What follows belongs to an exercise in optimizing a design on an open flow for a short achievable clock period and few clock cycles; a production flow would make more cautious choices.
The RTL was checked by simulation tests, not by an equivalence proof against the original design.
No activity file was given, so power comes from the tool's default toggle rates.

<file path="flow/design.v">
`default_nettype none
package cpu_pkg;
    localparam int WORD_W = 32;
    localparam int REG_W  = 5;
    localparam int OP_W   = 5;
    typedef logic [WORD_W-1:0] word_t;     
    typedef logic [WORD_W-1:0] insn_t;
    typedef logic [REG_W-1:0]  reg_idx_t;
    typedef logic [OP_W-1:0]   opcode_t;
    typedef logic [OP_W-1:0]   alu_op_t;
    typedef enum logic [1:0] {FWD_RF, FWD_MEM, FWD_WB} fwd_sel_t;
    localparam opcode_t OP_RTYPE = 5'd0;
    localparam opcode_t OP_J     = 5'd1;
    localparam opcode_t OP_BNE   = 5'd2;
    localparam opcode_t OP_JAL   = 5'd3;
    localparam opcode_t OP_JR    = 5'd4;
    localparam opcode_t OP_ADDI  = 5'd5;
    localparam opcode_t OP_BLT   = 5'd6;
    localparam opcode_t OP_SW    = 5'd7;
    localparam opcode_t OP_LW    = 5'd8;
    localparam alu_op_t ALU_ADD = 5'd0;
    localparam alu_op_t ALU_SUB = 5'd1;
    localparam alu_op_t ALU_AND = 5'd2;
    localparam alu_op_t ALU_OR  = 5'd3;
    localparam alu_op_t ALU_SLL = 5'd4;
    localparam alu_op_t ALU_SRA = 5'd5;
    localparam int OPC_HI   = 31;
    localparam int OPC_LO   = 27;
    localparam int RD_HI    = 26;
    localparam int RD_LO    = 22;
    localparam int RS_HI    = 21;
    localparam int RS_LO    = 17;
    localparam int RT_HI    = 16;
    localparam int RT_LO    = 12;
    localparam int SHAMT_HI = 11;
    localparam int SHAMT_LO = 7;
    localparam int FUNC_HI  = 6;
    localparam int FUNC_LO  = 2;
    localparam int IMM_HI   = 16;    
    localparam int IMM_LO   = 0;
    localparam int TGT_HI   = 26;    
    localparam int TGT_LO   = 0;
    localparam reg_idx_t LINK_REG = 5'd31;    
    localparam insn_t    NOP_INSN = '0;       
endpackage
`default_nettype wire
`timescale 1ns/1ns
`default_nettype none
module processor (
    input  logic              clock,
    input  logic              rst_n,
    output cpu_pkg::word_t    address_imem,
    input  cpu_pkg::insn_t    q_imem,
    output cpu_pkg::word_t    address_dmem,
    output cpu_pkg::word_t    data,
    output logic              wren,
    input  cpu_pkg::word_t    q_dmem,
    output logic              ctrl_writeEnable,
    output cpu_pkg::reg_idx_t ctrl_writeReg,
    output cpu_pkg::reg_idx_t ctrl_readRegA,
    output cpu_pkg::reg_idx_t ctrl_readRegB,
    output cpu_pkg::word_t    data_writeReg,
    input  cpu_pkg::word_t    data_readRegA,
    input  cpu_pkg::word_t    data_readRegB
);
    logic [31:0] pc;
    logic [31:0] ras [4];
    logic [1:0]  ras_sp;             
    logic [15:0] bht_v;
    logic [1:0]  bht_c [16];
    logic        u_v;                
    logic [9:0]  u_idx;
    logic        u_t;
    logic        u_back;             
    logic [15:0] lp_v;
    logic [3:0]  lp_cnt  [16];
    logic [3:0]  lp_trip [16];
    logic [5:0]  lp_tag  [16];
    logic        d_back, x_back, m_back;
    logic        rec;
    logic [31:0] rec_pc;
    logic        d_valid;
    logic [4:0]  d_shamt;
    logic        d_bne, d_blt, d_jr, d_lw, d_sw;
    logic        d_wr;               
    logic        d_late;             
    logic        d_hz;               
    logic        x_hz;               
    logic [4:0]  d_dest;
    logic        d_useimm;           
    logic [31:0] d_imm;
    logic [31:0] d_pc1;              
    logic [9:0]  d_idx;              
    logic        d_pred;             
    logic [31:0] d_ras;              
    logic        d_and, d_or, d_sll, d_sra, d_jal;
    logic        d_r_sum, d_r_dif, d_r_lg;
    logic [4:0]  d_ra;               
    logic [4:0]  d_rb;               
    logic        d_a2s, d_a2d, d_a2l, d_a3, d_a3q, d_a4, d_arf;
    logic        d_a3h, d_a3qh, d_a4h, d_arfh;
    logic        d_b2s, d_b2d, d_b2l, d_b3, d_b3q, d_b4, d_brf;
    logic        d_b3h, d_b3qh, d_b4h, d_brfh;
    logic        x_valid;
    logic [4:0]  x_shamt;
    logic        x_bne, x_blt, x_jr, x_lw, x_sw;
    logic        x_wr;
    logic        x_useimm;
    logic [4:0]  x_dest;
    logic [31:0] x_imm;
    logic [31:0] x_pc1;
    logic [9:0]  x_idx;
    logic        x_pred;
    logic        x_jrp;              
    logic [31:0] x_ras;
    logic [16:0] x_alt_lo;           
    logic        s_and, s_or, s_sll, s_sra, s_jal;
    logic        x_r_sum, x_r_dif, x_r_lg;
    logic [31:0] dx_a, dx_b, dx_c;   
    logic        xa0, xa1s, xa1d, xa1l, xa2;
    logic        xb0, xb1s, xb1d, xb1l, xb2;
    logic        xc0, xc1s, xc1d, xc1l, xc2;
    logic        xa1, xb1;
    logic        m_valid;
    logic [4:0]  m_shamt;
    logic        m_bne, m_blt, m_jr, m_lw, m_sw, m_wr;
    logic        m_useimm;
    logic [4:0]  m_dest;
    logic [15:0] m_pc1_hi;
    logic [9:0]  m_idx;
    logic        m_pred;
    logic [31:0] m_alt;              
    logic        m_and, m_or, m_sll, m_sra, m_jal;
    logic        m_r_sum, m_r_dif, m_r_lg;
    logic [15:0] m_sum_lo, m_dif_lo, m_lg_lo;    
    logic        m_c_sum, m_c_dif;   
    logic        m_ne_lo, m_ltu_lo;  
    logic [15:0] m_a_lo, m_b_lo;     
    logic [15:0] m_a_hi, m_b_hi, m_c_hi;    
    logic        ma0, ma1s, ma1d, ma1l;
    logic        mb0, mb1s, mb1d, mb1l;
    logic        mc0, mc1s, mc1d, mc1l;    
    logic        n_wr, n_lw, n_sw;
    logic [4:0]  n_dest;
    logic [15:0] n_sum_hi, n_dif_hi, n_lg_hi;    
    logic        n_r_sum, n_r_dif, n_r_lg;
    logic [15:0] n_lo;               
    logic [31:0] n_addr;
    logic [31:0] n_st;
    logic        w_wr;
    logic [4:0]  w_dest;
    logic [31:0] w_val;
    logic [31:0] pc1;
    logic [4:0]  f_op;
    logic [4:0]  f_rd, f_rs, f_rt, f_func;
    logic [31:0] f_imm;
    logic [31:0] f_tgt;
    logic [31:0] f_brt;
    logic        f_rtype, f_j, f_bne, f_jal, f_jr, f_addi, f_blt, f_sw, f_lw;
    logic        f_br, f_short;
    logic        f_static;
    logic        f_pred;
    logic        f_wr_any;
    logic [4:0]  f_dest;
    logic        f_wr;
    logic [4:0]  f_ra, f_rb;
    logic [31:0] f_npc;
    logic [31:0] ras_top;
    logic [9:0]  f_idx;
    logic        stall;
    assign address_imem = pc;
    assign pc1   = pc + 32'd1;
    assign f_op   = q_imem[31:27];
    assign f_rd   = q_imem[26:22];
    assign f_rs   = q_imem[21:17];
    assign f_rt   = q_imem[16:12];
    assign f_func = q_imem[6:2];
    assign f_imm  = {{15{q_imem[16]}}, q_imem[16:0]};
    assign f_tgt  = {{5{q_imem[26]}}, q_imem[26:0]};
    logic [4:0]  brt_a;              
    logic [4:0]  brt_b0, brt_b1;     
    logic        c4, c8;
    logic [23:0] pc_hi_p, pc_hi_m;
    logic        hi_0, hi_p, hi_m;
    assign f_short = (q_imem[16:7] == 10'h000) | (q_imem[16:7] == 10'h3ff);
    assign brt_a   = {1'b0, pc[3:0]} + {1'b0, q_imem[3:0]} + 5'd1;
    assign brt_b0  = {1'b0, pc[7:4]} + {1'b0, q_imem[7:4]};
    assign brt_b1  = {1'b0, pc[7:4]} + {1'b0, q_imem[7:4]} + 5'd1;
    assign c4      = brt_a[4];
    assign c8      = (c4 & brt_b1[4]) | (~c4 & brt_b0[4]);
    assign pc_hi_p = pc[31:8] + 24'd1;
    assign pc_hi_m = pc[31:8] - 24'd1;
    assign hi_0    = (q_imem[16] == c8);
    assign hi_p    = ~q_imem[16] & c8;
    assign hi_m    = q_imem[16] & ~c8;
    assign f_brt[3:0]  = brt_a[3:0];
    assign f_brt[7:4]  = ({4{c4}} & brt_b1[3:0]) | ({4{~c4}} & brt_b0[3:0]);
    assign f_brt[31:8] = ({24{hi_0}} & pc[31:8]) | ({24{hi_p}} & pc_hi_p)
                       | ({24{hi_m}} & pc_hi_m);
    assign f_rtype = (f_op == 5'd0);
    assign f_j     = (f_op == 5'd1);
    assign f_bne   = (f_op == 5'd2);
    assign f_jal   = (f_op == 5'd3);
    assign f_jr    = (f_op == 5'd4);
    assign f_addi  = (f_op == 5'd5);
    assign f_blt   = (f_op == 5'd6);
    assign f_sw    = (f_op == 5'd7);
    assign f_lw    = (f_op == 5'd8);
    assign f_br    = (f_bne | f_blt) & (q_imem[16:0] != 17'd0);
    assign f_idx    = pc[9:0];
    assign f_static = q_imem[16] | (f_bne & (f_rd != f_rs));
    logic [15:0] pb_back, pb_hist;
    always_comb begin
        for (int i = 0; i < 16; i++) begin
            pb_back[i] = lp_v[i] ? (lp_cnt[i] != lp_trip[i]) : (~bht_v[i] | bht_c[i][1]);
            pb_hist[i] = bht_c[i][1];
        end
    end
    logic [15:0] f_sel;
    logic        f_pb_back, f_pb_hist, f_pb_v;
    always_comb begin
        for (int i = 0; i < 16; i++) f_sel[i] = (pc[3:0] == i[3:0]);
    end
    assign f_pb_back = |(f_sel & pb_back);
    assign f_pb_hist = |(f_sel & pb_hist);
    assign f_pb_v    = |(f_sel & bht_v);
    assign f_pred = f_br & f_short & (q_imem[16] ? f_pb_back : (f_pb_v ? f_pb_hist : f_static));
    assign f_wr_any = f_rtype | f_addi | f_lw | f_jal;
    assign f_dest   = f_jal ? 5'd31 : f_rd;
    assign f_wr     = f_wr_any & (f_dest != 5'd0);
    assign f_ra   = (f_bne | f_blt) ? f_rd : f_rs;
    assign f_rb   = (f_bne | f_blt) ? f_rs : ((f_sw | f_jr) ? f_rd : f_rt);
    assign ras_top = ras[ras_sp];
    logic u_rs, u_rt, u_rd;
    logic hold_d, hold_x;
    assign u_rs   = f_rtype | f_addi | f_lw | f_sw | f_bne | f_blt;
    assign u_rt   = f_rtype;
    assign u_rd   = f_sw | f_bne | f_blt | f_jr;
    assign hold_d = d_hz & ((u_rs & (f_rs == d_dest)) | (u_rt & (f_rt == d_dest))
                          | (u_rd & (f_rd == d_dest)));
    assign hold_x = x_hz & ((u_rs & (f_rs == x_dest)) | (u_rt & (f_rt == x_dest))
                          | (u_rd & (f_rd == x_dest)));
    assign stall  = ~rec & ~fixing & (hold_d | hold_x);
    logic        d_fixv;
    logic        d_fix_up;           
    logic [7:0]  d_fix_lo;
    logic [23:0] d_fix_hp, d_fix_hm;
    logic [31:0] d_fix_pc;
    logic        fixing;
    assign fixing = d_fixv & ~rec;
    assign d_fix_pc = {d_fix_up ? d_fix_hp : d_fix_hm, d_fix_lo};
    logic n_tgt, n_ras, n_seq, n_go;
    logic [31:0] f_jmp_pc, f_pred_pc;
    assign n_go   = ~rec & ~fixing & ~stall;
    assign n_tgt  = f_j | f_jal;
    assign n_ras  = f_jr;
    assign n_seq  = ~(f_j | f_jal | f_jr);
    assign f_jmp_pc  = ({32{n_tgt}} & f_tgt) | ({32{n_ras}} & ras_top) | ({32{n_seq}} & pc1);
    assign f_pred_pc = f_pred ? {pc[31:8], f_brt[7:0]} : f_jmp_pc;
    assign f_npc  = ({32{rec}} & rec_pc) | ({32{fixing}} & d_fix_pc)
                  | ({32{~rec & ~fixing & stall}} & pc) | ({32{n_go}} & f_pred_pc);
    logic [15:0] n_hi;
    assign n_hi = ({16{n_r_sum}} & n_sum_hi) | ({16{n_r_dif}} & n_dif_hi) | ({16{n_r_lg}} & n_lg_hi);
    logic dv;
    logic p1a, p1b, p2a, p2b;
    logic [16:0] alt_lo;
    assign dv  = d_valid & ~rec;
    assign p1a = x_valid & x_wr & (d_ra == x_dest);
    assign p1b = x_valid & x_wr & (d_rb == x_dest);
    assign p2a = m_valid & m_wr & (d_ra == m_dest);
    assign p2b = m_valid & m_wr & (d_rb == m_dest);
    assign alt_lo = {1'b0, d_pc1[15:0]} + {1'b0, d_imm[15:0]};
    logic [31:0] cap_a, cap_b;
    assign cap_a[15:0]  = ({16{d_a2s}} & m_sum_lo) | ({16{d_a2d}} & m_dif_lo) | ({16{d_a2l}} & m_lg_lo)
                        | ({16{d_a3}}  & n_lo)     | ({16{d_a3q}} & q_dmem[15:0])
                        | ({16{d_a4}}  & w_val[15:0]) | ({16{d_arf}} & data_readRegA[15:0]);
    assign cap_a[31:16] = ({16{d_a3h}} & n_hi) | ({16{d_a3qh}} & q_dmem[31:16])
                        | ({16{d_a4h}} & w_val[31:16]) | ({16{d_arfh}} & data_readRegA[31:16]);
    assign cap_b[15:0]  = ({16{d_b2s}} & m_sum_lo) | ({16{d_b2d}} & m_dif_lo) | ({16{d_b2l}} & m_lg_lo)
                        | ({16{d_b3}}  & n_lo)     | ({16{d_b3q}} & q_dmem[15:0])
                        | ({16{d_b4}}  & w_val[15:0]) | ({16{d_brf}} & data_readRegB[15:0]);
    assign cap_b[31:16] = ({16{d_b3h}} & n_hi) | ({16{d_b3qh}} & q_dmem[31:16])
                        | ({16{d_b4h}} & w_val[31:16]) | ({16{d_brfh}} & data_readRegB[31:16]);
    logic        xv;
    logic [15:0] opa_l, opb_l, addb_l;
    logic [16:0] sum_l, dif_l;
    logic [15:0] lg_l;
    logic [31:0] sll_l;
    assign xv = x_valid & ~rec;
    assign opa_l  = ({16{xa0}}  & dx_a[15:0]) | ({16{xa1s}} & m_sum_lo) | ({16{xa1d}} & m_dif_lo)
                  | ({16{xa1l}} & m_lg_lo);
    assign opb_l  = ({16{xb0}}  & dx_b[15:0]) | ({16{xb1s}} & m_sum_lo) | ({16{xb1d}} & m_dif_lo)
                  | ({16{xb1l}} & m_lg_lo);
    assign addb_l = ({16{xc0}}  & dx_c[15:0]) | ({16{xc1s}} & m_sum_lo) | ({16{xc1d}} & m_dif_lo)
                  | ({16{xc1l}} & m_lg_lo);
    assign sum_l = {1'b0, opa_l} + {1'b0, addb_l};
    assign dif_l = {1'b0, opa_l} - {1'b0, opb_l};    
    assign sll_l = {16'd0, opa_l} << x_shamt;
    assign lg_l  = ({16{s_and}} & (opa_l & opb_l))
                 | ({16{s_or}}  & (opa_l | opb_l))
                 | ({16{s_sll}} & sll_l[15:0])
                 | ({16{s_jal}} & x_pc1[15:0]);
    logic        mv;
    logic [15:0] opa_h, opb_h, addb_h;
    logic [15:0] sum_h, dif_h, lg_h;
    logic [31:0] opa_f, opb_f;
    logic [31:0] sll_f, sra_f;
    logic        ne, lt, taken;
    logic        misp;
    logic        b2_v_br, b2_v_jr, b2_bne, b2_blt, b2_pred, b2_ne, b2_lt, b2_jrne, b2_back;
    logic [9:0]  b2_idx;
    logic [31:0] b2_rec_pc;
    assign mv = m_valid & ~rec;
    assign opa_h  = ({16{ma1s}} & n_sum_hi) | ({16{ma1d}} & n_dif_hi) | ({16{ma1l}} & n_lg_hi)
                  | ({16{ma0}}  & m_a_hi);
    assign opb_h  = ({16{mb1s}} & n_sum_hi) | ({16{mb1d}} & n_dif_hi) | ({16{mb1l}} & n_lg_hi)
                  | ({16{mb0}}  & m_b_hi);
    assign addb_h = ({16{mc1s}} & n_sum_hi) | ({16{mc1d}} & n_dif_hi) | ({16{mc1l}} & n_lg_hi)
                  | ({16{mc0}}  & m_c_hi);
    logic [16:0] sum_h1, dif_h1;
    assign sum_h1 = {opa_h, 1'b1} + {addb_h, m_c_sum};
    assign dif_h1 = {opa_h, 1'b0} - {opb_h, m_c_dif};
    assign sum_h  = sum_h1[16:1];
    assign dif_h  = dif_h1[16:1];
    assign opa_f = {opa_h, m_a_lo};
    assign opb_f = {opb_h, m_b_lo};
    assign sll_f = opa_f << m_shamt;
    assign sra_f = $signed(opa_f) >>> m_shamt;
    assign lg_h  = ({16{m_and}} & (opa_h & opb_h))
                 | ({16{m_or}}  & (opa_h | opb_h))
                 | ({16{m_sll}} & sll_f[31:16])
                 | ({16{m_sra}} & sra_f[31:16])
                 | ({16{m_jal}} & m_pc1_hi);
    assign ne    = m_ne_lo | (opa_h != opb_h);
    assign lt    = ($signed(opa_h) < $signed(opb_h)) | ((opa_h == opb_h) & m_ltu_lo);
    assign taken = (b2_bne & b2_ne) | (b2_blt & b2_lt);
    assign misp = (b2_v_br & (taken != b2_pred)) | (b2_v_jr & b2_jrne);
    assign address_dmem     = n_addr;
    assign data             = n_st;
    assign wren             = n_sw;
    assign ctrl_writeEnable = w_wr;
    assign ctrl_writeReg    = w_dest;
    assign data_writeReg    = w_val;
    assign ctrl_readRegA    = d_ra;
    assign ctrl_readRegB    = d_rb;
    always_ff @(posedge clock) begin
        if (!rst_n) begin
            pc      <= 32'd0;
            d_valid <= 1'b0;
            x_valid <= 1'b0;
            d_hz    <= 1'b0;
            x_hz    <= 1'b0;
            m_valid <= 1'b0;
            rec     <= 1'b0;
            d_fixv  <= 1'b0;
            ras_sp  <= 2'd0;
            ras[0]  <= 32'd0;
            ras[1]  <= 32'd0;
            ras[2]  <= 32'd0;
            ras[3]  <= 32'd0;
        end else begin
            pc      <= f_npc;
            d_valid <= n_go;
            x_valid <= dv;
            d_hz    <= n_go & f_wr & (f_lw | (f_rtype & (f_func == 5'd5)));
            x_hz    <= dv & d_wr & (d_lw | d_sra);
            m_valid <= xv;
            rec     <= misp;
            d_fixv  <= n_go & f_pred & ~hi_0;
            if (~rec & ~fixing & f_jal) begin
                ras[ras_sp + 2'd1] <= pc1;
            end
            if (~rec & ~fixing & f_jal) begin
                ras_sp <= ras_sp + 2'd1;
            end else if (n_go & f_jr) begin
                ras_sp <= ras_sp - 2'd1;
            end
        end
    end
    always_ff @(posedge clock) begin
        rec_pc   <= b2_rec_pc;
        d_fix_up <= hi_p;
        d_fix_lo <= f_brt[7:0];
        d_fix_hp <= pc_hi_p;
        d_fix_hm <= pc_hi_m;
    end
    always_ff @(posedge clock) begin
        if (!rst_n) begin
            bht_v <= 16'd0;
            u_v   <= 1'b0;
            for (int i = 0; i < 16; i++) bht_c[i] <= 2'd0;
        end else begin
            u_v   <= b2_v_br;
            if (u_v) begin
                bht_v[u_idx[3:0]] <= 1'b1;
                if (!u_bv)                          bht_c[u_idx[3:0]] <= u_t ? 2'd3 : 2'd0;
                else if (u_t && u_bc != 2'd3)       bht_c[u_idx[3:0]] <= u_bc + 2'd1;
                else if (!u_t && u_bc != 2'd0)      bht_c[u_idx[3:0]] <= u_bc - 2'd1;
            end
        end
    end
    logic       u_bv;
    logic [1:0] u_bc;
    always_ff @(posedge clock) begin
        u_bv   <= bht_v[b2_idx[3:0]];
        u_bc   <= bht_c[b2_idx[3:0]];
        u_idx  <= b2_idx;
        u_t    <= taken;
        u_back <= b2_back;
    end
    logic [3:0] lp_base;
    logic       lp_same;
    always_ff @(posedge clock) begin
        lp_same <= (lp_tag[b2_idx[3:0]] == b2_idx[9:4]);
        lp_base <= (lp_tag[b2_idx[3:0]] == b2_idx[9:4]) ? lp_cnt[b2_idx[3:0]] : 4'd0;
    end
    always_ff @(posedge clock) begin
        if (!rst_n) begin
            lp_v <= 16'd0;
            for (int i = 0; i < 16; i++) begin
                lp_cnt[i]  <= 4'd0;
                lp_trip[i] <= 4'd0;
                lp_tag[i]  <= 6'd0;
            end
        end else if (u_v & u_back) begin
            lp_tag[u_idx[3:0]] <= u_idx[9:4];
            if (u_t) begin
                if (lp_base == 4'd15) begin
                    lp_v[u_idx[3:0]] <= 1'b0;
                end else begin
                    lp_v[u_idx[3:0]]   <= lp_same & lp_v[u_idx[3:0]];
                    lp_cnt[u_idx[3:0]] <= lp_base + 4'd1;
                end
            end else begin
                lp_v[u_idx[3:0]]    <= (lp_base != 4'd15);
                lp_trip[u_idx[3:0]] <= lp_base;
                lp_cnt[u_idx[3:0]]  <= 4'd0;
            end
        end
    end
    logic fa2, fa3, fa4, fb2, fb3, fb4;
    assign fa2 = x_valid & x_wr & (f_ra == x_dest);
    assign fa3 = m_valid & m_wr & (f_ra == m_dest);
    assign fa4 = n_wr & (f_ra == n_dest);
    assign fb2 = x_valid & x_wr & (f_rb == x_dest);
    assign fb3 = m_valid & m_wr & (f_rb == m_dest);
    assign fb4 = n_wr & (f_rb == n_dest);
    always_ff @(posedge clock) begin
        d_shamt  <= q_imem[11:7];
        d_bne    <= f_bne & f_br;
        d_blt    <= f_blt & f_br;
        d_jr     <= f_jr;
        d_lw     <= f_lw;
        d_sw     <= f_sw;
        d_wr     <= f_wr;
        d_late   <= f_lw | (f_rtype & (f_func == 5'd5));
        d_dest   <= f_dest;
        d_useimm <= f_addi | f_lw | f_sw;
        d_imm    <= f_imm;
        d_pc1    <= pc1;
        d_idx    <= f_idx;
        d_back   <= q_imem[16];
        d_pred   <= f_pred;
        d_ras    <= ras_top;
        d_and    <= f_rtype & (f_func == 5'd2);
        d_or     <= f_rtype & (f_func == 5'd3);
        d_sll    <= f_rtype & (f_func == 5'd4);
        d_sra    <= f_rtype & (f_func == 5'd5);
        d_jal    <= f_jal;
        d_r_sum  <= f_addi | f_lw | f_sw | (f_rtype & (f_func == 5'd0));
        d_r_dif  <= f_rtype & (f_func == 5'd1);
        d_r_lg   <= f_jal | (f_rtype & ((f_func == 5'd2) | (f_func == 5'd3)
                                       | (f_func == 5'd4) | (f_func == 5'd5)));
        d_ra     <= f_ra;
        d_rb     <= f_rb;
        d_a2s    <= fa2 & x_r_sum;
        d_a2d    <= fa2 & x_r_dif;
        d_a2l    <= fa2 & x_r_lg;
        d_a3     <= ~fa2 & fa3 & ~m_lw;
        d_a3q    <= ~fa2 & fa3 & m_lw;
        d_a4     <= ~fa2 & ~fa3 & fa4;
        d_arf    <= ~fa2 & ~fa3 & ~fa4;
        d_a3h    <= fa3 & ~m_lw;
        d_a3qh   <= fa3 & m_lw;
        d_a4h    <= ~fa3 & fa4;
        d_arfh   <= ~fa3 & ~fa4;
        d_b2s    <= fb2 & x_r_sum;
        d_b2d    <= fb2 & x_r_dif;
        d_b2l    <= fb2 & x_r_lg;
        d_b3     <= ~fb2 & fb3 & ~m_lw;
        d_b3q    <= ~fb2 & fb3 & m_lw;
        d_b4     <= ~fb2 & ~fb3 & fb4;
        d_brf    <= ~fb2 & ~fb3 & ~fb4;
        d_b3h    <= fb3 & ~m_lw;
        d_b3qh   <= fb3 & m_lw;
        d_b4h    <= ~fb3 & fb4;
        d_brfh   <= ~fb3 & ~fb4;
    end
    always_ff @(posedge clock) begin
        x_shamt  <= d_shamt;
        x_bne    <= d_bne;
        x_blt    <= d_blt;
        x_jr     <= d_jr;
        x_lw     <= d_lw;
        x_sw     <= d_sw;
        x_wr     <= d_wr;
        x_useimm <= d_useimm;
        x_dest   <= d_dest;
        x_imm    <= d_imm;
        x_pc1    <= d_pc1;
        x_idx    <= d_idx;
        x_back   <= d_back;
        x_pred   <= d_pred;
        x_jrp    <= d_jr;
        x_ras    <= d_ras;
        x_alt_lo <= alt_lo;
        s_and    <= d_and;
        s_or     <= d_or;
        s_sll    <= d_sll;
        s_sra    <= d_sra;
        s_jal    <= d_jal;
        x_r_sum  <= d_r_sum;
        x_r_dif  <= d_r_dif;
        x_r_lg   <= d_r_lg;
        dx_a     <= cap_a;
        dx_b     <= cap_b;
        dx_c     <= d_useimm ? d_imm : cap_b;
        xa1      <= p1a;
        xb1      <= p1b;
        xa0      <= ~p1a;
        xa1s     <= p1a & x_r_sum;
        xa1d     <= p1a & x_r_dif;
        xa1l     <= p1a & x_r_lg;
        xa2      <= ~p1a & p2a;
        xb0      <= ~p1b;
        xb1s     <= p1b & x_r_sum;
        xb1d     <= p1b & x_r_dif;
        xb1l     <= p1b & x_r_lg;
        xb2      <= ~p1b & p2b;
        xc0      <= d_useimm | ~p1b;
        xc1s     <= ~d_useimm & p1b & x_r_sum;
        xc1d     <= ~d_useimm & p1b & x_r_dif;
        xc1l     <= ~d_useimm & p1b & x_r_lg;
        xc2      <= ~d_useimm & ~p1b & p2b;
    end
    always_ff @(posedge clock) begin
        m_shamt  <= x_shamt;
        m_bne    <= x_bne;
        m_blt    <= x_blt;
        m_jr     <= x_jr;
        m_lw     <= x_lw;
        m_sw     <= x_sw;
        m_wr     <= x_wr;
        m_useimm <= x_useimm;
        m_dest   <= x_dest;
        m_pc1_hi <= x_pc1[31:16];
        m_idx    <= x_idx;
        m_back   <= x_back;
        m_pred   <= x_pred;
        m_alt    <= x_jrp  ? x_ras
                  : x_pred ? x_pc1
                  : {x_pc1[31:16] + x_imm[31:16] + {15'd0, x_alt_lo[16]}, x_alt_lo[15:0]};
        m_and    <= s_and;
        m_or     <= s_or;
        m_sll    <= s_sll;
        m_sra    <= s_sra;
        m_jal    <= s_jal;
        m_r_sum  <= x_r_sum;
        m_r_dif  <= x_r_dif;
        m_r_lg   <= x_r_lg;
        m_sum_lo <= sum_l[15:0];
        m_dif_lo <= dif_l[15:0];
        m_lg_lo  <= lg_l;
        m_c_sum  <= sum_l[16];
        m_c_dif  <= dif_l[16];
        m_ne_lo  <= (opa_l != opb_l);
        m_ltu_lo <= dif_l[16];
        m_a_lo   <= opa_l;
        m_b_lo   <= opb_l;
        m_a_hi   <= xa2 ? n_hi : dx_a[31:16];
        m_b_hi   <= xb2 ? n_hi : dx_b[31:16];
        m_c_hi   <= xc2 ? n_hi : dx_c[31:16];
        ma0      <= ~xa1;
        ma1s     <= xa1 & m_r_sum;
        ma1d     <= xa1 & m_r_dif;
        ma1l     <= xa1 & m_r_lg;
        mb0      <= ~xb1;
        mb1s     <= xb1 & m_r_sum;
        mb1d     <= xb1 & m_r_dif;
        mb1l     <= xb1 & m_r_lg;
        mc0      <= x_useimm | ~xb1;
        mc1s     <= ~x_useimm & xb1 & m_r_sum;
        mc1d     <= ~x_useimm & xb1 & m_r_dif;
        mc1l     <= ~x_useimm & xb1 & m_r_lg;
    end
    always_ff @(posedge clock) begin
        if (!rst_n) begin
            n_wr <= 1'b0;
            n_lw <= 1'b0;
            n_sw <= 1'b0;
            b2_v_br <= 1'b0;
            b2_v_jr <= 1'b0;
            w_wr <= 1'b0;
        end else begin
            n_wr <= mv & ~misp & m_wr;
            n_lw <= mv & ~misp & m_lw;
            n_sw <= mv & ~misp & m_sw;
            b2_v_br <= mv & ~misp & (m_bne | m_blt);
            b2_v_jr <= mv & ~misp & m_jr;
            w_wr <= n_wr;
        end
    end
    always_ff @(posedge clock) begin
        b2_bne    <= m_bne;
        b2_blt    <= m_blt;
        b2_pred   <= m_pred;
        b2_ne     <= ne;
        b2_lt     <= lt;
        b2_jrne   <= (opb_f != m_alt);
        b2_back   <= m_back;
        b2_idx    <= m_idx;
        b2_rec_pc <= m_jr ? opb_f : m_alt;
        n_dest   <= m_dest;
        n_sum_hi <= sum_h;
        n_dif_hi <= dif_h;
        n_lg_hi  <= lg_h;
        n_r_sum  <= m_r_sum;
        n_r_dif  <= m_r_dif;
        n_r_lg   <= m_r_lg;
        n_lo     <= ({16{m_r_sum}} & m_sum_lo) | ({16{m_r_dif}} & m_dif_lo)
                  | ({16{m_r_lg & ~m_sra}} & m_lg_lo) | ({16{m_sra}} & sra_f[15:0]);
        n_addr   <= {sum_h, m_sum_lo};
        n_st     <= opb_f;
        w_dest   <= n_dest;
        w_val    <= n_lw ? q_dmem : {n_hi, n_lo};
    end
endmodule
`default_nettype wire
</file>
<file path="flow/run.sh">
#!/bin/bash
# synth_recipe.tcl (not shown) runs the flow's synth.tcl, then flattens the netlist and writes it again
# the make line also repeats each setting of config.mk as NAME=value (left out here)
make -C /OpenROAD-flow-scripts/flow DESIGN_CONFIG=/design/flow/config.mk WORK_HOME=/design/flow/orfs CLKGATE_MAP_FILE= SYNTH_SCRIPT=/design/flow/synth_recipe.tcl finish
</file>
<file path="flow/config.mk">
export PLATFORM = sky130hd
export DESIGN_NAME = processor
export DESIGN_NICKNAME = processor
export VERILOG_FILES = /design/flow/design.v
export SDC_FILE = /design/flow/constraint.sdc
export NUM_CORES = 4
export LEC_CHECK = 0
export CAP_MARGIN = 20
export CORE_MARGIN = 2
export CORE_UTILIZATION = 60
export SETUP_SLACK_MARGIN = 3.8
export SLEW_MARGIN = 20
</file>
<file path="flow/constraint.sdc">
create_clock -name core_clock -period 6.5 [get_ports {clock}]
set_input_delay 1.3000 -clock core_clock [delete_from_list [all_inputs] [get_ports {clock}]]
set_output_delay 1.3000 -clock core_clock [all_outputs]
set_load 0.01 [all_outputs]
</file>
==> run summary, run 1 <==
Status: complete, no violations
CTS clk-pin slew, worst paths: 0.07 ns
Initial antenna violation count: 15
Sequential area share after synthesis: 51.61%
Worst-path maximum fanout: 8
GPL Wtd Cong: 0.9956
Synth warn: 1
Share of layout cells above drive strength 1: 25.13%
Slew @ Worst Pin: 1.258 ns
Worst VDD drop: 246.7 µV
Initial Util: 60.27%
WHS Endpoint: x_ras[17]
Fillcell total: 6,902
Worst-Skew Late Latency: 0.77 ns
P_leak: 30.43 nW
Root Driver: clkbuf_16
Fin crit share: 47.42%
Highest metal used: met5
PortBufs: 274
Final Max Slew Viols: 0
Detail-routed net length per standard cell: 28.23 µm
Worst reg2reg startpoint: pc[0]
Slew Limit Headroom: 16.04%
GR Util All Layers: 40.24%
Endpoints failing setup: 0
Crit path launch: pc[0]
Worst EP arrival: 3.73 ns
Max Freq: 324.4 MHz
Top post-synthesis cells by area: dfxtp_1 (33%), edfxtp_1 (19%), mux4_2 (5.4%)
Cell count after placement: 7,075
Syn Inst Count: 5,744
DRT iter0 DRCs: 8,268
Clock Skew: 0.02900 ns
FF+latch count, synth: 1,382
Residual DRC: 0
Sink Count: 1,382
Layout Cells excl Fill: 7,731
Fin. Hold Viols: 0
Largest net degree at the start of global routing: 61
Tot Pwr: 21.00 mW
Area Overhead vs Synth: 25.00%
CTS tree: done
Power density cells: 275.1 mW/mm²
Num CTS Buffers: 141
Final WL: 218.2 mm
Worst setup EP type: flip-flop
Clock Tree Buf Depth: 3
Via/cell ratio: 6.622
Wire length on met3: 28.16 mm
Max_cap viols: 0
Worst min-delay path class: reg -> reg
Mapped cell area: 0.06106 mm²
Synth cell count leaders: dfxtp_1 (998), nor2_1 (487), nand2_1 (419), edfxtp_1 (384), clkbuf_1 (310)
Overflow after GRT: 0
FF/Latch Area: 0.03183 mm²
H-tree Lvls: 4
Nets: 6,565
DP Wirelength: 145.5 mm
WS Path Type: reg -> reg
Avg Cell Area, Syn: 10.63 µm²
R2r worst-path depth: 11
Top cell type's share of synthesized area: 32.72%
FF-to-FF End: pc[31]
Core area: 0.1013 mm²
Row count: 117
Cell variety after synth: 89
First-pass GRT wire length: 310.6 mm
Worst reg2reg setup slack: 3.42 ns
Routed vias: 51,200
Die Wd: 323.0 µm
Met1 Routed Length: 82.53 mm
Post-synth EDFFs: 384
Drt first pass iters: 13
Io pins: 275
Hold Crit Start: d_ras[17]
Area of the multi-input gates: 0.03011 mm²
Top cell type by total area after synthesis: dfxtp_1
Setup Total Neg Slack: 0 ns
Syn_nets: 6,065
Worst EP required: 7.15 ns
DRT antenna net count: 0
Top-count cell post-synth: dfxtp_1
DR WL met2: 94.35 mm
Die Footprint: 0.1043 mm²
Hold Crit Depth: 0
Main flop type after synthesis: dfxtp_1
RSZ-0062 raised after global routing: yes
Critical Path Start Type: flip-flop
Vias in the first global route: 46,950
Share of flip-flops with an asynchronous set or reset: 0%
Die Y-Extent: 323.0 µm
Fin Hold WS: 0.3191 ns
Minimum clock period: 3.082 ns
[layer usage]
layer  track usage [%]  vias to the layer above
li1                  -                    21880
met1             55.06                    24620
met2             60.19                     3867
met3             9.905                      814
met4             19.18                       16
met5                 0                        -
[power by group]
part	switching, mW	internal, mW
combinational	1.53	1.22
clock	3.48	4.75
sequential	0.601	9.41
total	5.62	15.4
[worst max path at each step]
stage                        end
CTS                 m_dif_lo[14]
finish                    pc[31]
detailed placement         pc[6]
floorplan                  pc[6]
global route              pc[26]
global placement           pc[7]
[cell type report]
cell class	count	area share [%]
Timing Repair inverter	1	0.006558
Clock inverter	67	0.9902
Inverter	254	1.295
Clock buffer	190	5.184
Timing Repair Buffer	738	9.117
Multi-Input combinational cell	3726	39.45
Sequential cell	1382	41.70
Tap cell	1368	2.243
Antenna cell	5	0.01639
[repair_timing]
| action | 4_1_cts | 5_1_grt |
|---|---|---|
| resized for setup | 966 | 318 |
| endpoints found under the hold margin | 0 | 0 |
| hold buffers | 0 | 0 |
| pin swaps | 140 | 146 |
| setup endpoints to repair | 1021 | 434 |
| cloned | 18 | 3 |
| setup buffers | 230 | 142 |
[critical path, stage by stage (launching register included)]
cell and delay [ns]:
dfxtp_4 0.38, clkinvlp_4 0.16, ha_4 0.24, a22o_1 0.22, a222oi_1 0.41, a22o_1 0.28, o211ai_1 0.18, o311ai_4 0.15
a31oi_4 0.14, clkbuf_16 0.24, or3_1 0.31, a32o_1 0.24
[sequential cells by signal (all words and copies together), names as in the netlist, 17 cells and up, named ones only]
register   flops
b2_rec_pc     32
bht_c         32
d_fix_hm      24
d_fix_hp      23
d_pc1         32
d_ras         32
dx_a          32
dx_b          32
dx_c          32
lp_cnt        64
lp_tag        96
lp_trip       64
m_alt         32
n_addr        31
n_st          32
pc            32
ras          128
rec_pc        32
w_val         32
x_alt_lo      17
x_pc1         32
x_ras         32
[through the flow]
step / instance area, µm² / utilization (%) / setup WS (ns)
6_report: 76320 / 75.34 / 3.418
5_1_grt: 76310 / 75.33 / 3.453
4_1_cts: 73920 / 72.97 / 3.543
3_5_place_dp: 65160 / 64.33 / 1.457
3_3_place_gp: 65160 / 64.32 / 1.517
2_1_floorplan: 61870 / - / 3.082
[placed cells by master, fill, tap and decap left out, types with 147 or more instances in the layout]
cell,n
dfxtp_1,882
nor2_1,458
edfxtp_1,384
nand2_1,370
buf_4,357
inv_1,233
a22oi_1,210
o21ai_0,199
xnor2_1,194
a21oi_1,191
clkbuf_16,147
[cell families after synthesis]
kind of cell	count (synthesis)	synth area share, %
compound gates	1206	13.61
fa+ha+maj	191	4.025
simple gates	1621	12.69
flops	1382	51.61
buf+inv	645	4.143
mux	350	8.916
xor+xnor	349	5.006
Testbench counts, summed over its fixed seeds: cycles 119,787.
==> run 2: changes to the inputs <==
--- a/flow/design.v
+++ b/flow/design.v
@@ -66,16 +66,16 @@
     logic [31:0] pc;
     logic [31:0] ras [4];
     logic [1:0]  ras_sp;             
-    logic [15:0] bht_v;
-    logic [1:0]  bht_c [16];
+    logic [7:0]  bht_v;
+    logic [1:0]  bht_c [8];
     logic        u_v;                
     logic [9:0]  u_idx;
     logic        u_t;
     logic        u_back;             
-    logic [15:0] lp_v;
-    logic [3:0]  lp_cnt  [16];
-    logic [3:0]  lp_trip [16];
-    logic [5:0]  lp_tag  [16];
+    logic [7:0]  lp_v;
+    logic [3:0]  lp_cnt  [8];
+    logic [3:0]  lp_trip [8];
+    logic [6:0]  lp_tag  [8];
     logic        d_back, x_back, m_back;
     logic        rec;
     logic [31:0] rec_pc;
@@ -209,17 +209,17 @@
     assign f_br    = (f_bne | f_blt) & (q_imem[16:0] != 17'd0);
     assign f_idx    = pc[9:0];
     assign f_static = q_imem[16] | (f_bne & (f_rd != f_rs));
-    logic [15:0] pb_back, pb_hist;
+    logic [7:0]  pb_back, pb_hist;
     always_comb begin
-        for (int i = 0; i < 16; i++) begin
+        for (int i = 0; i < 8; i++) begin
             pb_back[i] = lp_v[i] ? (lp_cnt[i] != lp_trip[i]) : (~bht_v[i] | bht_c[i][1]);
             pb_hist[i] = bht_c[i][1];
         end
     end
-    logic [15:0] f_sel;
+    logic [7:0]  f_sel;
     logic        f_pb_back, f_pb_hist, f_pb_v;
     always_comb begin
-        for (int i = 0; i < 16; i++) f_sel[i] = (pc[3:0] == i[3:0]);
+        for (int i = 0; i < 8; i++) f_sel[i] = (pc[2:0] == i[2:0]);
     end
     assign f_pb_back = |(f_sel & pb_back);
     assign f_pb_hist = |(f_sel & pb_hist);
@@ -386,24 +386,24 @@
     end
     always_ff @(posedge clock) begin
         if (!rst_n) begin
-            bht_v <= 16'd0;
+            bht_v <= 8'd0;
             u_v   <= 1'b0;
-            for (int i = 0; i < 16; i++) bht_c[i] <= 2'd0;
+            for (int i = 0; i < 8; i++) bht_c[i] <= 2'd0;
         end else begin
             u_v   <= b2_v_br;
             if (u_v) begin
-                bht_v[u_idx[3:0]] <= 1'b1;
-                if (!u_bv)                          bht_c[u_idx[3:0]] <= u_t ? 2'd3 : 2'd0;
-                else if (u_t && u_bc != 2'd3)       bht_c[u_idx[3:0]] <= u_bc + 2'd1;
-                else if (!u_t && u_bc != 2'd0)      bht_c[u_idx[3:0]] <= u_bc - 2'd1;
+                bht_v[u_idx[2:0]] <= 1'b1;
+                if (!u_bv)                          bht_c[u_idx[2:0]] <= u_t ? 2'd3 : 2'd0;
+                else if (u_t && u_bc != 2'd3)       bht_c[u_idx[2:0]] <= u_bc + 2'd1;
+                else if (!u_t && u_bc != 2'd0)      bht_c[u_idx[2:0]] <= u_bc - 2'd1;
             end
         end
     end
     logic       u_bv;
     logic [1:0] u_bc;
     always_ff @(posedge clock) begin
-        u_bv   <= bht_v[b2_idx[3:0]];
-        u_bc   <= bht_c[b2_idx[3:0]];
+        u_bv   <= bht_v[b2_idx[2:0]];
+        u_bc   <= bht_c[b2_idx[2:0]];
         u_idx  <= b2_idx;
         u_t    <= taken;
         u_back <= b2_back;
@@ -411,30 +411,30 @@
     logic [3:0] lp_base;
     logic       lp_same;
     always_ff @(posedge clock) begin
-        lp_same <= (lp_tag[b2_idx[3:0]] == b2_idx[9:4]);
-        lp_base <= (lp_tag[b2_idx[3:0]] == b2_idx[9:4]) ? lp_cnt[b2_idx[3:0]] : 4'd0;
+        lp_same <= (lp_tag[b2_idx[2:0]] == b2_idx[9:3]);
+        lp_base <= (lp_tag[b2_idx[2:0]] == b2_idx[9:3]) ? lp_cnt[b2_idx[2:0]] : 4'd0;
     end
     always_ff @(posedge clock) begin
         if (!rst_n) begin
-            lp_v <= 16'd0;
-            for (int i = 0; i < 16; i++) begin
+            lp_v <= 8'd0;
+            for (int i = 0; i < 8; i++) begin
                 lp_cnt[i]  <= 4'd0;
                 lp_trip[i] <= 4'd0;
-                lp_tag[i]  <= 6'd0;
+                lp_tag[i]  <= 7'd0;
             end
         end else if (u_v & u_back) begin
-            lp_tag[u_idx[3:0]] <= u_idx[9:4];
+            lp_tag[u_idx[2:0]] <= u_idx[9:3];
             if (u_t) begin
                 if (lp_base == 4'd15) begin
-                    lp_v[u_idx[3:0]] <= 1'b0;
+                    lp_v[u_idx[2:0]] <= 1'b0;
                 end else begin
-                    lp_v[u_idx[3:0]]   <= lp_same & lp_v[u_idx[3:0]];
-                    lp_cnt[u_idx[3:0]] <= lp_base + 4'd1;
+                    lp_v[u_idx[2:0]]   <= lp_same & lp_v[u_idx[2:0]];
+                    lp_cnt[u_idx[2:0]] <= lp_base + 4'd1;
                 end
             end else begin
-                lp_v[u_idx[3:0]]    <= (lp_base != 4'd15);
-                lp_trip[u_idx[3:0]] <= lp_base;
-                lp_cnt[u_idx[3:0]]  <= 4'd0;
+                lp_v[u_idx[2:0]]    <= (lp_base != 4'd15);
+                lp_trip[u_idx[2:0]] <= lp_base;
+                lp_cnt[u_idx[2:0]]  <= 4'd0;
             end
         end
     end
--- a/flow/config.mk
+++ b/flow/config.mk
@@ -7,6 +7,6 @@
 export LEC_CHECK = 0
 export CAP_MARGIN = 20
 export CORE_MARGIN = 2
-export CORE_UTILIZATION = 60
-export SETUP_SLACK_MARGIN = 3.8
+export CORE_UTILIZATION = 55
+export SETUP_SLACK_MARGIN = 3.6
 export SLEW_MARGIN = 20
==> run 2 against run 1 <==
Against the previous run: critical path depth grew 1; final cell count shrank 10%; critical endpoint is now m_dif_lo[15]; still clean on timing, DRC and antenna; via count shrank 14%; synthesized cell count shrank 9.8%; register-to-register slack is essentially flat; combinational power shrank 17%; sequential share of layout area grew 0.077 points; global-route usage shrank 3.8 points; highest routed layer unchanged; first-iteration DRC count shrank 26%; clock skew grew 0.010 ns; power shrank 9.8%; fmax shrank 0.20%; largest cell class unchanged.
==> run summary, run 2 <==
Status: complete, no violations (unchanged)
Routed vias: 43,850 (was 51,200)
Fin crit share: 47.52% (was 47.42%)
Hold Buf Count CTS: 0 (unchanged)
Worst EP required: 7.12 ns (was 7.15 ns)
CTS tree: done (unchanged)
CTS clk-pin slew, worst paths: 0.06 ns (was 0.07 ns)
Row count: 115 (was 117)
CP max stage delay: 0.34 ns (was 0.41 ns)
Die Wd: 317.9 µm (was 323.0 µm)
Worst reg2reg setup slack: 3.41 ns (was 3.42 ns)
Max Freq: 323.8 MHz (was 324.4 MHz)
Power density cells: 284.4 mW/mm² (was 275.1 mW/mm²)
Synth cell count leaders: dfxtp_1 (982), nor2_1 (434), nand2_1 (327), clkbuf_1 (274), o21ai_0 (268) (was dfxtp_1 (998), nor2_1 (487), nand2_1 (419), edfxtp_1 (384), clkbuf_1 (310))
Int Power: 13.92 mW (was 15.38 mW)
Top-count cell post-synth: dfxtp_1 (unchanged)
P_leak: 26.42 nW (was 30.43 nW)
Mapped cell area: 0.05418 mm² (was 0.06106 mm²)
Largest registers: ras (128), lp_tag (56) (was ras (128), lp_tag (96))
Core area: 0.09799 mm² (was 0.1013 mm²)
Clock share of power: 40.7% (was 39.2%)
Slew Limit Headroom: 12.68% (was 16.04%)
Critical Path Start Type: flip-flop (unchanged)
Sw Ratio: 26.52% (was 26.74%)
Top cell type by total area after synthesis: dfxtp_1 (unchanged)
Cell variety after synth: 85 (was 89)
Most common cell after layout, fill and taps aside: dfxtp_1 (unchanged)
Largest Register: ras (unchanged)
Die Y-Extent: 317.9 µm (was 323.0 µm)
WS Path Type: reg -> reg (unchanged)
Fillcell total: 7,576 (was 6,902)
Sequential power share: 47.4% (was 47.7%)
Clock Skew: 0.03931 ns (was 0.02900 ns)
Max_cap viols: 0 (unchanged)
DRT iter0 DRCs: 6,119 (was 8,268)
Area Overhead vs Synth: 22.92% (was 25.00%)
Commonest non-fill, non-tap cells in the layout: dfxtp_1 (893), nor2_1 (419), nand2_1 (285) (was dfxtp_1 (882), nor2_1 (458), edfxtp_1 (384))
Initial antenna violation count: 19 (was 15)
Fin. Hold Viols: 0 (unchanged)
Final WL: 191.4 mm (was 218.2 mm)
FF+latch count, synth: 1,246 (was 1,382)
Layout Cells excl Fill: 6,959 (was 7,731)
Worst EP arrival: 3.71 ns (was 3.73 ns)
Avg Cell Area, Syn: 10.46 µm² (was 10.63 µm²)
Area of the multi-input gates: 0.02659 mm² (was 0.03011 mm²)
GR Util All Layers: 36.40% (was 40.24%)
DP Wirelength: 132.8 mm (was 145.5 mm)
Top cell type's share of synthesized area: 36.28% (was 32.72%)
Logic pwr share: 12.0% (was 13.1%)
PortBufs: 274 (unchanged)
Drt first pass iters: 12 (was 13)
FF/Latch Area: 0.02782 mm² (was 0.03183 mm²)
Detail-routed net length per standard cell: 27.51 µm (was 28.23 µm)
Cell count after placement: 6,489 (was 7,075)
Root Driver: clkbuf_16 (unchanged)
Endpoints failing setup: 0 (unchanged)
Top post-synthesis cells by area: dfxtp_1 (36%), edfxtp_1 (15%), ha_1 (4.2%) (was dfxtp_1 (33%), edfxtp_1 (19%), mux4_2 (5.4%))
Overflow after GRT: 0 (unchanged)
Largest net degree at the start of global routing: 53 (was 61)
Sw Pwr: 5.024 mW (was 5.615 mW)
GPL Wtd Cong: 0.9866 (was 0.9956)
Minimum clock period: 3.088 ns (was 3.082 ns)
Nets: 5,878 (was 6,565)
Clock Tree Buf Depth: 3 (unchanged)
Num CTS Buffers: 131 (was 141)
Share of layout cells above drive strength 1: 20.42% (was 25.13%)
H-tree Lvls: 4 (unchanged)
Main flop type after synthesis: dfxtp_1 (unchanged)
Vias in the first global route: 41,310 (was 46,950)
Synth warn: 1 (unchanged)
Worst-Skew Late Latency: 0.75 ns (was 0.77 ns)
Setup Total Neg Slack: 0 ns (unchanged)
Post-synth EDFFs: 264 (was 384)
Worst min-delay path class: reg -> reg (unchanged)
DRT antenna net count: 0 (unchanged)
Tot Pwr: 18.94 mW (was 21.00 mW)
Sequential area share after synthesis: 50.91% (was 51.61%)
Io pins: 275 (unchanged)
Worst setup EP type: flip-flop (unchanged)
First-pass GRT wire length: 274.5 mm (was 310.6 mm)
Sink Count: 1,246 (was 1,382)
Via/cell ratio: 6.301 (was 6.622)
Max reg flops: 128 (unchanged)
Syn Inst Count: 5,179 (was 5,744)
Die Footprint: 0.1010 mm² (was 0.1043 mm²)
Worst VDD drop: 252.5 µV (was 246.7 µV)
Initial Util: 55.29% (was 60.27%)
RSZ-0062 raised after global routing: yes (unchanged)
Worst-path maximum fanout: 12 (was 8)
Residual DRC: 0 (unchanged)
Final Max Slew Viols: 0 (unchanged)
CP cell instances: buf_12 -> a22oi_2 -> nand2_4 -> ha_4 -> nor2b_1 -> o21a_1 -> o211a_1 -> a2111oi_4 -> o31ai_2 -> a311oi_2 -> a21oi_1 -> xnor2_1 (was clkinvlp_4 -> ha_4 -> a22o_1 -> a222oi_1 -> a22o_1 -> o211ai_1 -> o311ai_4 -> a31oi_4 -> clkbuf_16 -> or3_1 -> a32o_1)
Slew @ Worst Pin: 1.308 ns (was 1.258 ns)
Share of flip-flops with an asynchronous set or reset: 0% (unchanged)
Worst path slowest cell: a311oi_2 (was a222oi_1)
Syn_nets: 5,500 (was 6,065)
## run 2: final timing paths
kind                                from           end  cells after the start
worst min-delay path            x_idx[0]      m_idx[0]                      0
worst max register to register       xa0  m_dif_lo[15]                     12
worst max-delay path                 xa0  m_dif_lo[15]                     12
worst min register to register  x_idx[0]      m_idx[0]                      0
## run 2: power groups by stage
stage / Sequential, mW / Combinational, mW / Clock [mW]
final: 8.97 / 2.27 / 7.70
after global routing: 9.00 / 2.42 / 8.09
after CTS: 8.94 / 2.11 / 7.75
after detailed placement: 9.11 / 2.01 / 0
after global placement: 9.10 / 2.00 / 0
after floorplan: 8.87 / 1.29 / 0
## run 2: cells by family (layout without fill, tap and decap cells)
kind of cell / count (synthesis) / after routing / share of synthesized area, %
flops: 1246 / 1246 / 50.91
mux: 323 / 323 / 8.447
xor+xnor: 315 / 315 / 5.092
simple gates: 1323 / 1330 / 11.52
fa+ha+maj: 191 / 191 / 4.535
buf+inv: 565 / 1042 / 4.053
compound gates: 1216 / 1218 / 15.44
other cells: 0 / 7 / 0
## run 2: area by class of cell
type / instances / share of cell area [%]
inverters: 228 / 1.340
flip-flops and latches: 1246 / 41.78
well taps: 1287 / 2.418
clock buffers: 178 / 5.602
repair buffers: 573 / 7.776
diodes: 7 / 0.02630
clock inverters: 63 / 1.129
multi-input cells: 3377 / 39.93
## run 2: critical path: cells and delay by family, from the launching register on
| family | cells | cell delay, ns |
|---|---|---|
| adders and majority gates | 1 | 0.25 |
| DFF | 1 | 0.32 |
| AOI/OAI and AO/OA | 7 | 1.61 |
| buffers and inverters | 1 | 0.15 |
| xor gates and xnor gates | 1 | 0.34 |
| and+or+nand+nor | 2 | 0.28 |
## run 2: per-layer routing
layer  part of all wire [%]  track usage [%]
met5                  0.027                0
met4                    5.7            17.81
met3                     10            7.604
met2                     44            56.25
met1                     40            48.80
## run 2: through the flow
step | utilization (%) | worst slack [ns] | cell area (µm²) | hold slack [ns]
final | 67.97 | 3.412 | 66600 | 0.3213
after global routing | 67.95 | 3.380 | 66580 | 0.3254
after CTS | 66.21 | 3.352 | 64880 | 0.3164
after detailed placement | 59.46 | 1.527 | 58270 | 0.3121
after global placement | 59.46 | 1.572 | 58270 | 0.3099
after floorplan | - | 3.139 | 54770 | 0.3096
## run 2: what timing repair did
action,in CTS,in global routing
hold endpoints to repair,0,0
gates resized for setup,555,238
gates cloned,7,6
buffers inserted,121,87
setup endpoints to repair,651,234
pin swaps,68,101
Testbench counts of run 2, summed over its fixed seeds: cycles 120,862.
==> run 3: changes to the inputs <==
--- a/flow/config.mk
+++ b/flow/config.mk
@@ -7,6 +7,6 @@
 export LEC_CHECK = 0
 export CAP_MARGIN = 20
 export CORE_MARGIN = 2
-export CORE_UTILIZATION = 55
-export SETUP_SLACK_MARGIN = 3.6
+export CORE_UTILIZATION = 60
+export SETUP_SLACK_MARGIN = 3.8
 export SLEW_MARGIN = 20
==> run 3 against run 2 <==
Against the previous run: count of clock-buffer cells in the layout fell by 15; via count grew 4.8%; highest routed layer unchanged; global-route usage rose by 4.4 points; still clean on timing, DRC and antenna; first-iteration DRC count rose by 15%; critical path depth grew 1.
==> run summary, run 3 <==
Sequential area share after synthesis: 50.91% (unchanged)
Met1 Use GR: 53.10% (was 48.80%)
Hold Crit Depth: 0 (unchanged)
Die Footprint: 0.09272 mm² (was 0.1010 mm²)
Hold Crit Start: b2_rec_pc[28] (was x_idx[0])
Setup Total Neg Slack: 0 ns (unchanged)
Io pins: 275 (unchanged)
Die Wd: 304.5 µm (was 317.9 µm)
WHS Endpoint: rec_pc[28] (was m_idx[0])
Minimum clock period: 3.085 ns (was 3.088 ns)
Num CTS Buffers: 120 (was 131)
Fin crit share: 47.46% (was 47.52%)
Fin area: 0.06863 mm² (was 0.06660 mm²)
Top cell type's share of synthesized area: 36.28% (unchanged)
Post-route setup slack: 3.415 ns (was 3.412 ns)
Die Y-Extent: 304.5 µm (was 317.9 µm)
Cell variety after synth: 85 (unchanged)
Detail-routed net length per standard cell: 28.53 µm (was 27.51 µm)
Residual DRC: 0 (unchanged)
Via/cell ratio: 6.601 (was 6.301)
Largest net degree at the start of global routing: 51 (was 53)
Grt met3 use: 10.12% (was 7.604%)
Cell count after placement: 6,357 (was 6,489)
Clock Tree Buf Depth: 3 (unchanged)
Worst reg2reg setup slack: 3.44 ns (was 3.41 ns)
Avg Cell Area, Syn: 10.46 µm² (unchanged)
Top-count cell post-synth: dfxtp_1 (unchanged)
Main flop type after synthesis: dfxtp_1 (unchanged)
Worst-Skew Late Latency: 0.76 ns (was 0.75 ns)
Layout Cells excl Fill: 6,961 (was 6,959)
Fin util: 76.48% (was 67.97%)
DP Wirelength: 131.6 mm (was 132.8 mm)
Syn_nets: 5,500 (unchanged)
M2 GR Usage: 63.58% (was 56.25%)
Slew Limit Headroom: 18.00% (was 12.68%)
H-tree Lvls: 3 (was 4)
GR Util All Layers: 40.84% (was 36.40%)
FF+latch count, synth: 1,246 (unchanged)
Synth warn: 1 (unchanged)
Vias in the first global route: 42,940 (was 41,310)
DRT iter0 DRCs: 7,037 (was 6,119)
Initial Util: 60.38% (was 55.29%)
DRT antenna net count: 0 (unchanged)
Power density cells: 279.5 mW/mm² (was 284.4 mW/mm²)
Worst EP arrival: 3.72 ns (was 3.71 ns)
Max reg flops: 128 (unchanged)
Slew @ Worst Pin: 1.228 ns (was 1.308 ns)
Worst VDD drop: 263.7 µV (was 252.5 µV)
Worst-path maximum fanout: 4 (was 12)
GPL Wtd Cong: 1.026 (was 0.9866)
RSZ-0062 raised after global routing: yes (unchanged)
Setup WS pre-CTS: 1.557 ns (was 1.527 ns)
Nets: 5,994 (was 5,878)
Core area: 0.08974 mm² (was 0.09799 mm²)
Syn Inst Count: 5,179 (unchanged)
GR peak layer: met2 (unchanged)
Tot Pwr: 19.18 mW (was 18.94 mW)
Commonest non-fill, non-tap cells in the layout: dfxtp_1 (877), nor2_1 (412), buf_4 (332) (was dfxtp_1 (893), nor2_1 (419), nand2_1 (285))
Drt first pass iters: 12 (unchanged)
CTS tree: done (unchanged)
Initial antenna violation count: 10 (was 19)
Critical Path Start Type: input pin (was flip-flop)
CTS clk-pin slew, worst paths: 0.07 ns (was 0.06 ns)
Fin Hold WS: 0.2914 ns (was 0.3213 ns)
R2r worst-path depth: 14 (was 12)
Most common cell after layout, fill and taps aside: dfxtp_1 (unchanged)
Max_cap viols: 0 (unchanged)
PortBufs: 274 (unchanged)
Routed vias: 45,950 (was 43,850)
First-pass GRT wire length: 283.0 mm (was 274.5 mm)
Overflow after GRT: 0 (unchanged)
FF-to-FF End: m_sum_lo[14] (was m_dif_lo[15])
Endpoints failing setup: 0 (unchanged)
Final Max Slew Viols: 0 (unchanged)
Fin. Hold Viols: 0 (unchanged)
DP Area: 0.05829 mm² (was 0.05827 mm²)
Mapped cell area: 0.05418 mm² (unchanged)
Worst min-delay path class: reg -> reg (unchanged)
Share of layout cells above drive strength 1: 25.08% (was 20.42%)
Clock Skew: 0.04699 ns (was 0.03931 ns)
Worst setup EP type: flip-flop (unchanged)
P_leak: 27.16 nW (was 26.42 nW)
Largest Register: ras (unchanged)
Area Overhead vs Synth: 26.67% (was 22.92%)
Final WL: 198.6 mm (was 191.4 mm)
Post-synth EDFFs: 264 (unchanged)
Root Driver: clkbuf_16 (unchanged)
WS Path Type: in -> reg (was reg -> reg)
Synth cell count leaders: dfxtp_1 (982), nor2_1 (434), nand2_1 (327), clkbuf_1 (274), o21ai_0 (268) (unchanged)
Top cell type by total area after synthesis: dfxtp_1 (unchanged)
Share of flip-flops with an asynchronous set or reset: 0% (unchanged)
Largest registers: ras (128), lp_tag (56) (unchanged)
Sink Count: 1,246 (unchanged)
Max Freq: 324.2 MHz (was 323.8 MHz)
Worst reg2reg startpoint: xa0 (unchanged)
Row count: 110 (was 115)
Top post-synthesis cells by area: dfxtp_1 (36%), edfxtp_1 (15%), ha_1 (4.2%) (unchanged)
Worst EP required: 7.14 ns (was 7.12 ns)
Status: complete, no violations (unchanged)
-- run 3: cell types whose count changed in the layout (fill, tap and decap cells not counted), moves of 20 or more --
cell / before / now
buf_4: 256 / 332
dlygate4sd2_1: 132 / 81
buf_6: 20 / 62
o21ai_0: 248 / 207
clkdlybuf4s15_1: 1 / 32
clkdlybuf4s15_2: 5 / 34
o21ai_1: 25 / 53
dfxtp_4: 50 / 70
-- run 3: worst max path at each step --
stage	start	end	cells after the start
detailed placement	q_imem[31]	ras[1][7]	9
global placement	q_imem[31]	ras[1][5]	9
finish	q_imem[12]	pc[16]	13
global route	xa0	m_sum_lo[14]	14
floorplan	q_imem[27]	d_arf	9
CTS	xa0	m_c_sum	13
-- run 3: critical path, stage by stage --
cell	delay, ns
buf_6	0.09
buf_6	0.13
or4_4	0.55
nor4_4	0.34
and3_1	0.22
a31o_2	0.13
o221ai_4	0.16
buf_6	0.17
o21bai_4	0.16
buf_6	0.12
buf_6	0.11
nand3_2	0.09
o211ai_1	0.14
-- run 3: kinds of logic (layout without fill, tap and decap cells) --
| logic type | Yosys count | count (layout) | synth area share [%] |
|---|---|---|---|
| other cells | 0 | 7 | 0 |
| compound gates | 1216 | 1218 | 15.44 |
| xor+xnor | 315 | 315 | 5.092 |
| mux | 323 | 323 | 8.447 |
| simple gates | 1323 | 1331 | 11.52 |
| fa+ha+maj | 191 | 191 | 4.535 |
| flops | 1246 | 1246 | 50.91 |
| buf+inv | 565 | 1154 | 4.053 |
-- run 3: per-layer routing --
layer  part of all wire (%)  up-vias
li1                       -    19790
met3                     12      751
met5                  0.017        -
met4                    6.5        6
met2                     44     3292
met1                     37    22110
-- run 3: report_power, final --
group | switching (mW) | internal [mW]
sequential | 0.533 | 8.43
clock | 3.19 | 4.51
combinational | 1.39 | 1.13
total | 5.11 | 14.1
-- run 3: repair_timing --
| item | in CTS | in global routing |
|---|---|---|
| hold buffers | 0 | 0 |
| hold endpoints to repair | 0 | 0 |
| gates cloned | 13 | 1 |
| endpoints found under the setup margin | 720 | 315 |
| buffers inserted | 255 | 101 |
| pin swaps | 119 | 159 |
| resized for setup | 848 | 281 |
-- run 3: final cells by class --
class                   count  area (µm²)
flip-flops and latches   1246       27890
multi-input cells        3378       27450
fillers                  6022       21110
repair buffers            699        6462
clock buffers             163        3562
well taps                1176        1471
inverters                 228       892.1
clock inverters            64       882.1
diodes                      7       17.52

port drivers added, routing unchanged:
Ports are ideal in the flow. The routed layouts listed here were re-timed in OpenROAD. Step 1 sets driving cells, clkbuf_16 on the clock port and buf_2 on the other inputs (assumed; they add their load-dependent delay and slew). Step 2, shift: input delay + t, output delay - t, t = (earliest + latest rising clock arrival at the registers) / 2. This alone moves slack from input paths to output paths. Slacks: ideal / step 1 / step 2; pairs: ideal / step 1.
| run | shift t [ns] | slack for setup (ns) | worst setup path at the end |
|---|---|---|---|
| run 1 | 0.829 | 3.418 / 3.418 / 2.707 | input to register |
| run 2 | 0.805 | 3.412 / 3.412 / 2.774 | input to register |
| run 3 | 0.815 | 3.415 / 3.438 / 2.637 | input to register |
After both steps setup and hold are still met in every run listed. For run 3, which loses most, drivers alone change the setup slack by +0.023 ns; drivers and shift together by -0.778 ns.
